What follows belongs to an exercise in optimizing a design on an open flow for small area; a production flow would make more cautious choices. At most, simulation tests tie the RTL to the original design; equivalence was not proved. The clock port is modelled as an ideal driver; clocking choices that lean on that would not hold on a real chip.

==> inputs of 06-21 <==
Design booth_mul, start of the top module:
module booth_mul (
  input  logic                     Clk,
  input  logic                     Reset,
  input  logic                     start,
  input  logic [1:0]               op,
  input  logic [mul_pkg::XLEN-1:0] a,
  input  logic [mul_pkg::XLEN-1:0] b,
  input  logic [mul_pkg::RD_W-1:0] rd,
  output logic                     done,
  output logic [mul_pkg::RD_W-1:0] rd_out,
  output logic [mul_pkg::XLEN-1:0] result
);
clock: 4.5 ns
lec_check: 0
abc_area: 1
cap_margin: 20
core_margin: 2
core_utilization: 40
gpl_routability_driven: 0
place_density: 0.75
slew_margin: 20
standard.sh (not shown) runs the stock make flow with config.mk's settings and CLKGATE_MAP_FILE= SYNTH_SCRIPT=/design/flow/synth_recipe.tcl, a recipe that flattens the netlist after the stock synthesis.
==> flow/flow/run.sh <==
#!/bin/bash
# Own layout flow: the standard flow (standard.sh) with four changes.
#  1. After the standard synthesis, polfix.py removes inverters between full
#     adders by reading some adders as working on complemented values (a full
#     adder is self-dual); the logic function and the registers are unchanged.
#  2. Ports are buffered with buf_1 instead of the default buffer cell.
#  3. Clock tree synthesis uses clusters of up to 25 registers within 100 um
#     and no dummy loads.
#  4. After clock tree synthesis, skew.tcl delays the clock of the stage-1
#     registers (x1, y1, gg1, gp1: between the multiplier tree and the final
#     adder) by a chain of two clock buffers per leaf net (at most
#     12 registers per chain). Both their input and output
#     paths are register-to-register paths inside the design.
# Each tool's output goes to a log file of its own in this folder.
set -euo pipefail
W=$(pwd)
F=$W/flow
R=$W/orfs/results/${FLOW_PLATFORM}/booth_mul/base
LIB=$FLOW_HOME/platforms/$FLOW_PLATFORM/lib/sky130_fd_sc_hd__tt_025C_1v80.lib
export BUFFER_PORTS_ARGS="-buffer_cell sky130_fd_sc_hd__buf_1"
export CTS_ARGS="-sink_clustering_enable -repair_clock_nets -sink_clustering_size 25 -sink_clustering_max_diameter 100 -dont_use_dummy_load"

bash standard.sh synth > $W/log_1_synth.log 2>&1
cp $R/1_2_yosys.v $W/standard_synth.v
python3 $F/polfix.py $W/standard_synth.v $R/1_2_yosys.v > $W/log_2_polfix.log 2>&1
rm -f $R/1_synth.odb $R/1_synth.sdc
bash standard.sh cts > $W/log_3_floorplan_place_cts.log 2>&1
cp $R/4_cts.odb $W/cts_before_skew.odb
SKEW_MAX=12 SKEW_DB=$W/cts_before_skew.odb SKEW_LIB=$LIB SKEW_BUF="sky130_fd_sc_hd__clkbuf_2 sky130_fd_sc_hd__clkbuf_8" \
  SKEW_REGEXP='^(x1|y1|gg1|gp1)[^A-Za-z0-9_]' SKEW_OUT=$R/4_cts.odb \
  openroad -no_init -exit $F/skew.tcl > $W/log_4_skew.log 2>&1
bash standard.sh finish > $W/log_5_route_finish.log 2>&1
Other scripts of this flow, unchanged in this note and not shown: flow/flow/polfix.py, flow/flow/skew.tcl
==> 10-14 (differences from 06-21) <==
Settings changed: GPL_ROUTABILITY_DRIVEN 0 to not set, GPL_TIMING_DRIVEN set to 0, PLACE_DENSITY 0.75 to not set.
==> impl_metrics.tcl <==
set metrics [dict create \
    outcome "finished with violations" \
    so_faults "negative setup slack" \
    antenna_found_initial 11 \
    grt_use_total_pct 43.7 \
    critPathMaxFanout 10 \
    first_pass_iters 10 \
    vias_per_cell 6.36 \
    stdcell_count 4211 \
    max_freq_ghz 0.218 \
    setup_ws_ns -0.0884 \
    numCtsBuffers 18 \
    clk_share_pct 1.25 \
    setup_viol 2 \
    rr_worst_depth 14 \
    buf_share_pct 11.9 \
]
-- figures above: 10-14

==> impl_metrics.tcl <==
set metrics [dict create \
    grt_use_total_pct 25.2 \
    crit_path_cell_trace "buf_4 > o22ai_1 > xor2_1 > fa_1 > fa_1 > fa_1 > fa_1 > fa_1 > fa_1 > o21ai_0" \
    final_cell_mix "o22ai_1, fa_1, xor2_1" \
    slew_viol_final 0 \
    tritoncts "done" \
    rr_worst_depth 10 \
    vias_per_cell 5.96 \
    stdcell_count 4133 \
    critPathMaxFanout 15 \
    setup_ws_ns 0.171 \
    taps 978 \
    antenna_found_initial 4 \
    setup_viol 0 \
    wl_met3_mm 13.2 \
    clk_share_pct 1.77 \
    first_pass_iters 12 \
    std_cell_rows 101 \
    outcome "no timing/DRC/antenna violations" \
    max_freq_ghz 0.231 \
    met2_usage_pct 38.0 \
]
-- figures above: 06-21


==> sierra <==
Starting RTL as in the previous note.
==> module booth_mul, before the edit <==
module booth_mul (
  input  logic                     Clk,
  input  logic                     Reset,
  input  logic                     start,
  input  logic [1:0]               op,
  input  logic [mul_pkg::XLEN-1:0] a,
  input  logic [mul_pkg::XLEN-1:0] b,
  input  logic [mul_pkg::RD_W-1:0] rd,
  output logic                     done,
  output logic [mul_pkg::RD_W-1:0] rd_out,
  output logic [mul_pkg::XLEN-1:0] result
);
  localparam int XLEN   = mul_pkg::XLEN;
  localparam int RD_W   = mul_pkg::RD_W;
  localparam int DIGITS = mul_pkg::DIGITS;
  logic [4:0] v;
  always_ff @(posedge Clk or posedge Reset) begin
    if (Reset) begin
      v <= '0;
    end else begin
      v <= {v[3:0], start};
    end
  end
  logic [DIGITS-1:0] one_in;
  logic [DIGITS-1:0] two_in;
  logic [DIGITS-1:0] neg_in;
  booth_encoder u_enc (.b (b), .one (one_in), .two (two_in), .neg (neg_in));
  logic              hi0;    
  logic              sa0_n;  
  logic              u0;     
  logic [RD_W-1:0]   rd0;
  logic [XLEN-1:0]   a0_n;
  logic [DIGITS-1:0] one0_n;
  logic [DIGITS-1:0] two0_n;
  logic [DIGITS-1:0] neg0;
  always_ff @(posedge Clk) begin
    hi0    <= op[0];
    sa0_n  <= ~(~op[1] & a[XLEN-1]);
    u0     <= op[1] & b[XLEN-1];
    rd0    <= rd;
    a0_n   <= ~a;
    one0_n <= ~one_in;
    two0_n <= ~two_in;
    neg0   <= neg_in;
  end
  logic [DIGITS*mul_pkg::PP_W-1:0] pp;
  logic [XLEN-1:0]                 corr;
  logic [mul_pkg::PROD_W-1:0]      cs_sum;
  logic [mul_pkg::PROD_W-1:0]      cs_carry;
  logic [XLEN-1:0]                 x0;
  logic [XLEN-1:0]                 y0;
  logic [7:0]                      gg0;
  logic [7:0]                      gp0;
  pp_generator u_pp (
    .a (~a0_n), .sa (~sa0_n), .u (u0),
    .one (~one0_n), .two (~two0_n), .neg (neg0),
    .pp (pp), .corr (corr)
  );
  reduction_tree u_tree (
    .pp (pp), .neg (neg0), .corr (corr), .sum (cs_sum), .carry (cs_carry)
  );
  half_select u_sel (
    .hi (hi0), .sum (cs_sum), .carry (cs_carry), .x (x0), .y (y0),
    .grp_g (gg0), .grp_p (gp0)
  );
  logic            hi1;
  logic [RD_W-1:0] rd1;
  logic [XLEN-1:0] x1;
  logic [XLEN-1:0] y1;
  logic [7:0]      gg1;
  logic [7:0]      gp1;
  always_ff @(posedge Clk) begin
    hi1 <= hi0;
    rd1 <= rd0;
    x1  <= x0;
    y1  <= y0;
    gg1 <= gg0;
    gp1 <= gp0;
  end
  logic [XLEN-1:0] r1;
  final_adder u_add (
    .hi (hi1), .x (x1), .y (y1), .grp_g (gg1), .grp_p (gp1), .result (r1)
  );
  logic [RD_W-1:0] rd2, rd3, rd4;
  logic [XLEN-1:0] r2, r3, r4;
  always_ff @(posedge Clk) begin
    rd2 <= rd1;
    r2  <= r1;
    rd3 <= rd2;
    r3  <= r2;
    rd4 <= rd3;
    r4  <= r3;
  end
  always_ff @(posedge Clk or posedge Reset) begin
    if (Reset) begin
      done   <= 1'b0;
      rd_out <= '0;
      result <= '0;
    end else begin
      done <= v[4];
      if (v[4]) begin
        rd_out <= rd4;
        result <= r4;
      end
    end
  end
endmodule
export LEC_CHECK = 0
export ABC_AREA = 1
export CAP_MARGIN = 20
export CORE_MARGIN = 2
export CORE_UTILIZATION = 40
export SLEW_MARGIN = 20
create_clock -name core_clock -period 4.5 [get_ports {Clk}]
==> flow/flow/run.sh <==
#!/bin/bash
# Own layout flow: the standard flow (standard.sh) with four changes.
#  1. After the standard synthesis, polfix.py removes inverters between full
#     adders by reading some adders as working on complemented values (a full
#     adder is self-dual); the logic function and the registers are unchanged.
#  2. Ports are buffered with buf_1 instead of the default buffer cell.
#  3. Clock tree synthesis uses clusters of up to 25 registers within 100 um
#     and no dummy loads.
#  4. After clock tree synthesis, skew.tcl delays the clock of the stage-1
#     registers (x1, y1, gg1, gp1: between the multiplier tree and the final
#     adder) by a chain of two clock buffers per leaf net (at most
#     12 registers per chain). Both their input and output
#     paths are register-to-register paths inside the design.
# Each tool's output goes to a log file of its own in this folder.
set -euo pipefail
W=$(pwd)
F=$W/flow
R=$W/orfs/results/${FLOW_PLATFORM}/booth_mul/base
LIB=$FLOW_HOME/platforms/$FLOW_PLATFORM/lib/sky130_fd_sc_hd__tt_025C_1v80.lib
export BUFFER_PORTS_ARGS="-buffer_cell sky130_fd_sc_hd__buf_1"
export GPL_KEEP_OVERFLOW=0
export CTS_ARGS="-sink_clustering_enable -repair_clock_nets -sink_clustering_size 25 -sink_clustering_max_diameter 100 -dont_use_dummy_load"

bash standard.sh synth > $W/log_1_synth.log 2>&1
cp $R/1_2_yosys.v $W/standard_synth.v
python3 $F/polfix.py $W/standard_synth.v $R/1_2_yosys.v > $W/log_2_polfix.log 2>&1
rm -f $R/1_synth.odb $R/1_synth.sdc
bash standard.sh cts > $W/log_3_floorplan_place_cts.log 2>&1
cp $R/4_cts.odb $W/cts_before_skew.odb
SKEW_MAX=12 SKEW_DB=$W/cts_before_skew.odb SKEW_LIB=$LIB SKEW_BUF="sky130_fd_sc_hd__clkbuf_2 sky130_fd_sc_hd__clkbuf_8" \
  SKEW_REGEXP='^(x1|y1|gg1|gp1)[^A-Za-z0-9_]' SKEW_OUT=$R/4_cts.odb \
  openroad -no_init -exit $F/skew.tcl > $W/log_4_skew.log 2>&1
bash standard.sh finish > $W/log_5_route_finish.log 2>&1
Other scripts of this flow, unchanged in this note and not shown: flow/flow/polfix.py, flow/flow/skew.tcl
==> tundra (differences from sierra) <==
--- a/flow/design.v
+++ b/flow/design.v
@@ -1370,7 +1370,7 @@
   logic [XLEN-1:0]   a0_n;
   logic [DIGITS-1:0] one0_n;
   logic [DIGITS-1:0] two0_n;
-  logic [DIGITS-1:0] neg0;
+  logic [DIGITS-1:0] neg0_n;
   always_ff @(posedge Clk) begin
     hi0    <= op[0];
     sa0_n  <= ~(~op[1] & a[XLEN-1]);
@@ -1379,7 +1379,7 @@
     a0_n   <= ~a;
     one0_n <= ~one_in;
     two0_n <= ~two_in;
-    neg0   <= neg_in;
+    neg0_n <= ~neg_in;
   end
   logic [DIGITS*mul_pkg::PP_W-1:0] pp;
   logic [XLEN-1:0]                 corr;
@@ -1391,11 +1391,11 @@
   logic [7:0]                      gp0;
   pp_generator u_pp (
     .a (~a0_n), .sa (~sa0_n), .u (u0),
-    .one (~one0_n), .two (~two0_n), .neg (neg0),
+    .one (~one0_n), .two (~two0_n), .neg (~neg0_n),
     .pp (pp), .corr (corr)
   );
   reduction_tree u_tree (
-    .pp (pp), .neg (neg0), .corr (corr), .sum (cs_sum), .carry (cs_carry)
+    .pp (pp), .neg (~neg0_n), .corr (corr), .sum (cs_sum), .carry (cs_carry)
   );
   half_select u_sel (
     .hi (hi0), .sum (cs_sum), .carry (cs_carry), .x (x0), .y (y0),
--- a/flow/flow/run.sh
+++ b/flow/flow/run.sh
@@ -18,7 +18,6 @@
 R=$W/orfs/results/${FLOW_PLATFORM}/booth_mul/base
 LIB=$FLOW_HOME/platforms/$FLOW_PLATFORM/lib/sky130_fd_sc_hd__tt_025C_1v80.lib
 export BUFFER_PORTS_ARGS="-buffer_cell sky130_fd_sc_hd__buf_1"
-export GPL_KEEP_OVERFLOW=0
 export CTS_ARGS="-sink_clustering_enable -repair_clock_nets -sink_clustering_size 25 -sink_clustering_max_diameter 100 -dont_use_dummy_load"
 
 bash standard.sh synth > $W/log_1_synth.log 2>&1
==> summary of the runs <==
sierra passed the timing, design-rule and antenna checks. tundra completed without violations.
Of sierra and tundra, tundra has the higher utilization (gap 0.49 points).
Flip-flop and latch count is the same in sierra and tundra.
Between tundra and sierra, the lower design area is in sierra (gap about 1.1%, measured against sierra).
Worst hold slack: sierra is lower than tundra (52 ps).
Function not checked in tundra: the RTL went through the layout flow alone.

==> run F <==
Starting RTL as in the previous note.
==> flow/config.mk <==
export PLATFORM = sky130hd
export DESIGN_NAME = booth_mul
export DESIGN_NICKNAME = booth_mul
export VERILOG_FILES = /design/flow/design.v
export SDC_FILE = /design/flow/constraint.sdc
export NUM_CORES = 4
export LEC_CHECK = 0
export ABC_AREA = 1
export CAP_MARGIN = 20
export CORE_MARGIN = 2
export CORE_UTILIZATION = 40
export SLEW_MARGIN = 20
==> flow/constraint.sdc <==
create_clock -name core_clock -period 4.5 [get_ports {Clk}]
set_input_delay 0.9000 -clock core_clock [delete_from_list [all_inputs] [get_ports {Clk}]]
set_output_delay 0.9000 -clock core_clock [all_outputs]
set_load 0.01 [all_outputs]
==> flow/flow/run.sh <==
#!/bin/bash
# Own layout flow: the standard flow (standard.sh) with four changes.
#  1. After the standard synthesis, polfix.py removes inverters between full
#     adders by reading some adders as working on complemented values (a full
#     adder is self-dual); the logic function and the registers are unchanged.
#  2. Ports are buffered with buf_1 instead of the default buffer cell.
#  3. Clock tree synthesis uses clusters of up to 25 registers within 100 um
#     and no dummy loads.
#  4. After clock tree synthesis, skew.tcl delays the clock of the stage-1
#     registers (x1, y1, gg1, gp1: between the multiplier tree and the final
#     adder) by a chain of two clock buffers per leaf net (at most
#     12 registers per chain). Both their input and output
#     paths are register-to-register paths inside the design.
# Each tool's output goes to a log file of its own in this folder.
set -euo pipefail
W=$(pwd)
F=$W/flow
R=$W/orfs/results/${FLOW_PLATFORM}/booth_mul/base
LIB=$FLOW_HOME/platforms/$FLOW_PLATFORM/lib/sky130_fd_sc_hd__tt_025C_1v80.lib
export BUFFER_PORTS_ARGS="-buffer_cell sky130_fd_sc_hd__buf_1"
export CTS_ARGS="-sink_clustering_enable -repair_clock_nets -sink_clustering_size 25 -sink_clustering_max_diameter 100 -dont_use_dummy_load"

bash standard.sh synth > $W/log_1_synth.log 2>&1
cp $R/1_2_yosys.v $W/standard_synth.v
python3 $F/polfix.py $W/standard_synth.v $R/1_2_yosys.v > $W/log_2_polfix.log 2>&1
rm -f $R/1_synth.odb $R/1_synth.sdc
bash standard.sh cts > $W/log_3_floorplan_place_cts.log 2>&1
cp $R/4_cts.odb $W/cts_before_skew.odb
SKEW_MAX=12 SKEW_DB=$W/cts_before_skew.odb SKEW_LIB=$LIB SKEW_BUF="sky130_fd_sc_hd__clkbuf_2 sky130_fd_sc_hd__clkbuf_8" \
  SKEW_REGEXP='^(x1|y1|gg1|gp1)[^A-Za-z0-9_]' SKEW_OUT=$R/4_cts.odb \
  openroad -no_init -exit $F/skew.tcl > $W/log_4_skew.log 2>&1
bash standard.sh finish > $W/log_5_route_finish.log 2>&1
==> flow/flow/skew.tcl <==
# Delays the clock of the registers whose names match SKEW_REGEXP by a chain of buffers per
# clock-tree leaf net, after clock tree synthesis.
set db_file $::env(SKEW_DB)
read_db $db_file
read_liberty $::env(SKEW_LIB)
set block [ord::get_db_block]
# SKEW_BUF lists the buffers of the chain, first to last
set masters {}
foreach b $::env(SKEW_BUF) { lappend masters [[ord::get_db] findMaster $b] }
array set groups {}
foreach inst [$block getInsts] {
  set name [$inst getName]
  foreach pat [list $::env(SKEW_REGEXP)] {
    if {[regexp $pat $name]} {
      set it [$inst findITerm CLK]
      if {$it eq "NULL" || $it eq ""} { continue }
      set net [$it getNet]
      lappend groups([$net getName]) $it
      break
    }
  }
}
# split a leaf's registers into chunks of at most SKEW_MAX, ordered by x
proc inst_x {it} { set b [[$it getInst] getBBox]; return [$b xMin] }
set chunks {}
foreach netname [lsort [array names groups]] {
  set its [lsort -command {apply {{p q} { expr {[inst_x $p] - [inst_x $q]} }}} $groups($netname)]
  set n [llength $its]
  set k [expr {($n + $::env(SKEW_MAX) - 1) / $::env(SKEW_MAX)}]
  set per [expr {($n + $k - 1) / $k}]
  for {set s 0} {$s < $n} {incr s $per} {
    lappend chunks [list $netname [lrange $its $s [expr {$s + $per - 1}]]]
  }
}
set i 0
foreach chunk $chunks {
  lassign $chunk netname its
  set net [$block findNet $netname]
  set sx 0; set sy 0
  foreach it $its {
    set b [[$it getInst] getBBox]
    set sx [expr {$sx + ([$b xMin] + [$b xMax]) / 2}]
    set sy [expr {$sy + ([$b yMin] + [$b yMax]) / 2}]
  }
  set n [llength $its]
  set x [expr {$sx / $n}]
  set y [expr {$sy / $n}]
  set k 0
  set in $net
  foreach master $masters {
    set buf [odb::dbInst_create $block $master "skew_buf_${i}_$k"]
    set nn [odb::dbNet_create $block "skew_clk_${i}_$k"]
    $nn setSigType CLOCK
    [$buf findITerm A] connect $in
    [$buf findITerm X] connect $nn
    $buf setLocation $x $y
    $buf setPlacementStatus PLACED
    set in $nn
    incr k
  }
  foreach it $its {
    $it disconnect
    $it connect $nn
  }
  puts "skew: $netname -> $n registers"
  incr i
}
global_connect
detailed_placement
check_placement -verbose
write_db $::env(SKEW_OUT)
Other scripts of this flow, unchanged in this note and not shown: flow/flow/polfix.py
==> run D (differences from run F) <==
--- a/flow/design.v
+++ b/flow/design.v
@@ -1365,20 +1365,20 @@
   booth_encoder u_enc (.b (b), .one (one_in), .two (two_in), .neg (neg_in));
   logic              hi0;    
-  logic              sa0_n;  
+  logic              sa0;    
   logic              u0;     
   logic [RD_W-1:0]   rd0;
-  logic [XLEN-1:0]   a0_n;
-  logic [DIGITS-1:0] one0_n;
-  logic [DIGITS-1:0] two0_n;
+  logic [XLEN-1:0]   a0;
+  logic [DIGITS-1:0] one0;
+  logic [DIGITS-1:0] two0;
   logic [DIGITS-1:0] neg0;
   always_ff @(posedge Clk) begin
-    hi0    <= op[0];
-    sa0_n  <= ~(~op[1] & a[XLEN-1]);
-    u0     <= op[1] & b[XLEN-1];
-    rd0    <= rd;
-    a0_n   <= ~a;
-    one0_n <= ~one_in;
-    two0_n <= ~two_in;
-    neg0   <= neg_in;
+    hi0  <= op[0];
+    sa0  <= ~op[1] & a[XLEN-1];
+    u0   <= op[1] & b[XLEN-1];
+    rd0  <= rd;
+    a0   <= a;
+    one0 <= one_in;
+    two0 <= two_in;
+    neg0 <= neg_in;
   end
   logic [DIGITS*mul_pkg::PP_W-1:0] pp;
@@ -1391,6 +1391,6 @@
   logic [7:0]                      gp0;
   pp_generator u_pp (
-    .a (~a0_n), .sa (~sa0_n), .u (u0),
-    .one (~one0_n), .two (~two0_n), .neg (neg0),
+    .a (a0), .sa (sa0), .u (u0),
+    .one (one0), .two (two0), .neg (neg0),
     .pp (pp), .corr (corr)
   );
==> flow/flow/run.sh (replaced) <==
#!/bin/bash
# Own layout flow: the standard flow (standard.sh) with three changes.
#  1. After the standard synthesis, polfix.py removes inverters between full
#     adders by reading some adders as working on complemented values (a full
#     adder is self-dual); the logic function and the registers are unchanged.
#  2. Ports are buffered with buf_1 instead of the default buffer cell.
#  3. After clock tree synthesis, skew.tcl delays the clock of the stage-1
#     registers (x1, y1, gg1, gp1: between the multiplier tree and the final
#     adder) by a chain of two clock buffers per leaf net. Both their input and output
#     paths are register-to-register paths inside the design.
# Each tool's output goes to a log file of its own in this folder.
set -euo pipefail
W=$(pwd)
F=$W/flow
R=$W/orfs/results/${FLOW_PLATFORM}/booth_mul/base
LIB=$FLOW_HOME/platforms/$FLOW_PLATFORM/lib/sky130_fd_sc_hd__tt_025C_1v80.lib
export BUFFER_PORTS_ARGS="-buffer_cell sky130_fd_sc_hd__buf_1"

bash standard.sh synth > $W/log_1_synth.log 2>&1
cp $R/1_2_yosys.v $W/standard_synth.v
python3 $F/polfix.py $W/standard_synth.v $R/1_2_yosys.v > $W/log_2_polfix.log 2>&1
rm -f $R/1_synth.odb $R/1_synth.sdc
bash standard.sh cts > $W/log_3_floorplan_place_cts.log 2>&1
cp $R/4_cts.odb $W/cts_before_skew.odb
SKEW_DB=$W/cts_before_skew.odb SKEW_LIB=$LIB SKEW_BUF="sky130_fd_sc_hd__clkbuf_2 sky130_fd_sc_hd__clkbuf_4" \
  SKEW_REGEXP='^(x1|y1|gg1|gp1)[^A-Za-z0-9_]' SKEW_OUT=$R/4_cts.odb \
  openroad -no_init -exit $F/skew.tcl > $W/log_4_skew.log 2>&1
bash standard.sh finish > $W/log_5_route_finish.log 2>&1
--- a/flow/flow/skew.tcl
+++ b/flow/flow/skew.tcl
@@ -21,20 +21,8 @@
   }
 }
-# split a leaf's registers into chunks of at most SKEW_MAX, ordered by x
-proc inst_x {it} { set b [[$it getInst] getBBox]; return [$b xMin] }
-set chunks {}
+set i 0
 foreach netname [lsort [array names groups]] {
-  set its [lsort -command {apply {{p q} { expr {[inst_x $p] - [inst_x $q]} }}} $groups($netname)]
-  set n [llength $its]
-  set k [expr {($n + $::env(SKEW_MAX) - 1) / $::env(SKEW_MAX)}]
-  set per [expr {($n + $k - 1) / $k}]
-  for {set s 0} {$s < $n} {incr s $per} {
-    lappend chunks [list $netname [lrange $its $s [expr {$s + $per - 1}]]]
-  }
-}
-set i 0
-foreach chunk $chunks {
-  lassign $chunk netname its
   set net [$block findNet $netname]
+  set its $groups($netname)
   set sx 0; set sy 0
   foreach it $its {
==> run B (differences from run F) <==
==> flow/flow/run.sh (replaced) <==
#!/bin/bash
# Own layout flow: the standard flow (standard.sh) with three changes.
#  1. After the standard synthesis, polfix.py removes inverters between full
#     adders by reading some adders as working on complemented values (a full
#     adder is self-dual); the logic function and the registers are unchanged.
#  2. Ports are buffered with buf_1 instead of the default buffer cell.
#  3. After clock tree synthesis, skew.tcl delays the clock of the stage-1
#     registers (x1, y1, gg1, gp1: between the multiplier tree and the final
#     adder) by a chain of two clock buffers per leaf net. Both their input and output
#     paths are register-to-register paths inside the design.
# Each tool's output goes to a log file of its own in this folder.
set -euo pipefail
W=$(pwd)
F=$W/flow
R=$W/orfs/results/${FLOW_PLATFORM}/booth_mul/base
LIB=$FLOW_HOME/platforms/$FLOW_PLATFORM/lib/sky130_fd_sc_hd__tt_025C_1v80.lib
export BUFFER_PORTS_ARGS="-buffer_cell sky130_fd_sc_hd__buf_1"

bash standard.sh synth > $W/log_1_synth.log 2>&1
cp $R/1_2_yosys.v $W/standard_synth.v
python3 $F/polfix.py $W/standard_synth.v $R/1_2_yosys.v > $W/log_2_polfix.log 2>&1
rm -f $R/1_synth.odb $R/1_synth.sdc
bash standard.sh cts > $W/log_3_floorplan_place_cts.log 2>&1
cp $R/4_cts.odb $W/cts_before_skew.odb
SKEW_DB=$W/cts_before_skew.odb SKEW_LIB=$LIB SKEW_BUF="sky130_fd_sc_hd__clkbuf_2 sky130_fd_sc_hd__clkbuf_8" \
  SKEW_REGEXP='^(x1|y1|gg1|gp1)[^A-Za-z0-9_]' SKEW_OUT=$R/4_cts.odb \
  openroad -no_init -exit $F/skew.tcl > $W/log_4_skew.log 2>&1
bash standard.sh finish > $W/log_5_route_finish.log 2>&1
--- a/flow/flow/skew.tcl
+++ b/flow/flow/skew.tcl
@@ -21,20 +21,8 @@
   }
 }
-# split a leaf's registers into chunks of at most SKEW_MAX, ordered by x
-proc inst_x {it} { set b [[$it getInst] getBBox]; return [$b xMin] }
-set chunks {}
+set i 0
 foreach netname [lsort [array names groups]] {
-  set its [lsort -command {apply {{p q} { expr {[inst_x $p] - [inst_x $q]} }}} $groups($netname)]
-  set n [llength $its]
-  set k [expr {($n + $::env(SKEW_MAX) - 1) / $::env(SKEW_MAX)}]
-  set per [expr {($n + $k - 1) / $k}]
-  for {set s 0} {$s < $n} {incr s $per} {
-    lappend chunks [list $netname [lrange $its $s [expr {$s + $per - 1}]]]
-  }
-}
-set i 0
-foreach chunk $chunks {
-  lassign $chunk netname its
   set net [$block findNet $netname]
+  set its $groups($netname)
   set sx 0; set sy 0
   foreach it $its {
==> notes <==
Of run B and run F, run B has the higher global-route usage (gap 0.25 points). Between run F and run D, the lower sequential share of layout area is in run D (gap 0.71 points). Against run D, the critical path depth of run F is lower by 2. Against run B, the first-iteration DRC count of run D is lower by 4.5%.

-- what the ideal ports hide --
The flow's constraints put no driver on any port. The routed layouts listed below were extracted and timed again, unchanged, in two steps. Step 1, drivers: a clkbuf_16 drives Clk and a buf_2 each remaining input, both assumed. Step 2, shift: input delay + t, output delay - t, t = (earliest + latest rising clock arrival at the registers) / 2. This alone moves slack from input paths to output paths. Three values: ideal ports, drivers, drivers and shift; two values: the first two.
run | t, ns | slack for setup (ns) | hold slack, ns | worst setup path after step 2 | latest minus earliest clock arrival (ns)
06-21 | 0.734 | 0.171 / 0.171 / 0.171 | 0.275 / 0.275 / 0.275 | register to register | 0.312 / 0.313
10-14 | 0.744 | -0.088 / -0.088 / -0.088 | 0.224 / 0.179 / 0.298 | register to register | 0.309 / 0.310
sierra | 0.736 | 0.135 / 0.135 / 0.135 | 0.225 / 0.179 / 0.282 | register to register | 0.312 / 0.311
tundra | 0.717 | 0.190 / 0.190 / 0.190 | 0.278 / 0.265 / 0.278 | register to register | 0.317 / 0.317
run F | 0.718 | 0.166 / 0.166 / 0.166 | 0.304 / 0.304 / 0.304 | register to register | 0.299 / 0.299
run D | 0.757 | 0.182 / 0.182 / 0.182 | 0.303 / 0.303 / 0.303 | register to register | 0.310 / 0.310
run B | 0.740 | 0.172 / 0.172 / 0.172 | 0.301 / 0.301 / 0.301 | register to register | 0.270 / 0.270
Clock arrivals are far apart in 5 of these runs, so t is only a midpoint there and step 2 fits no single register.
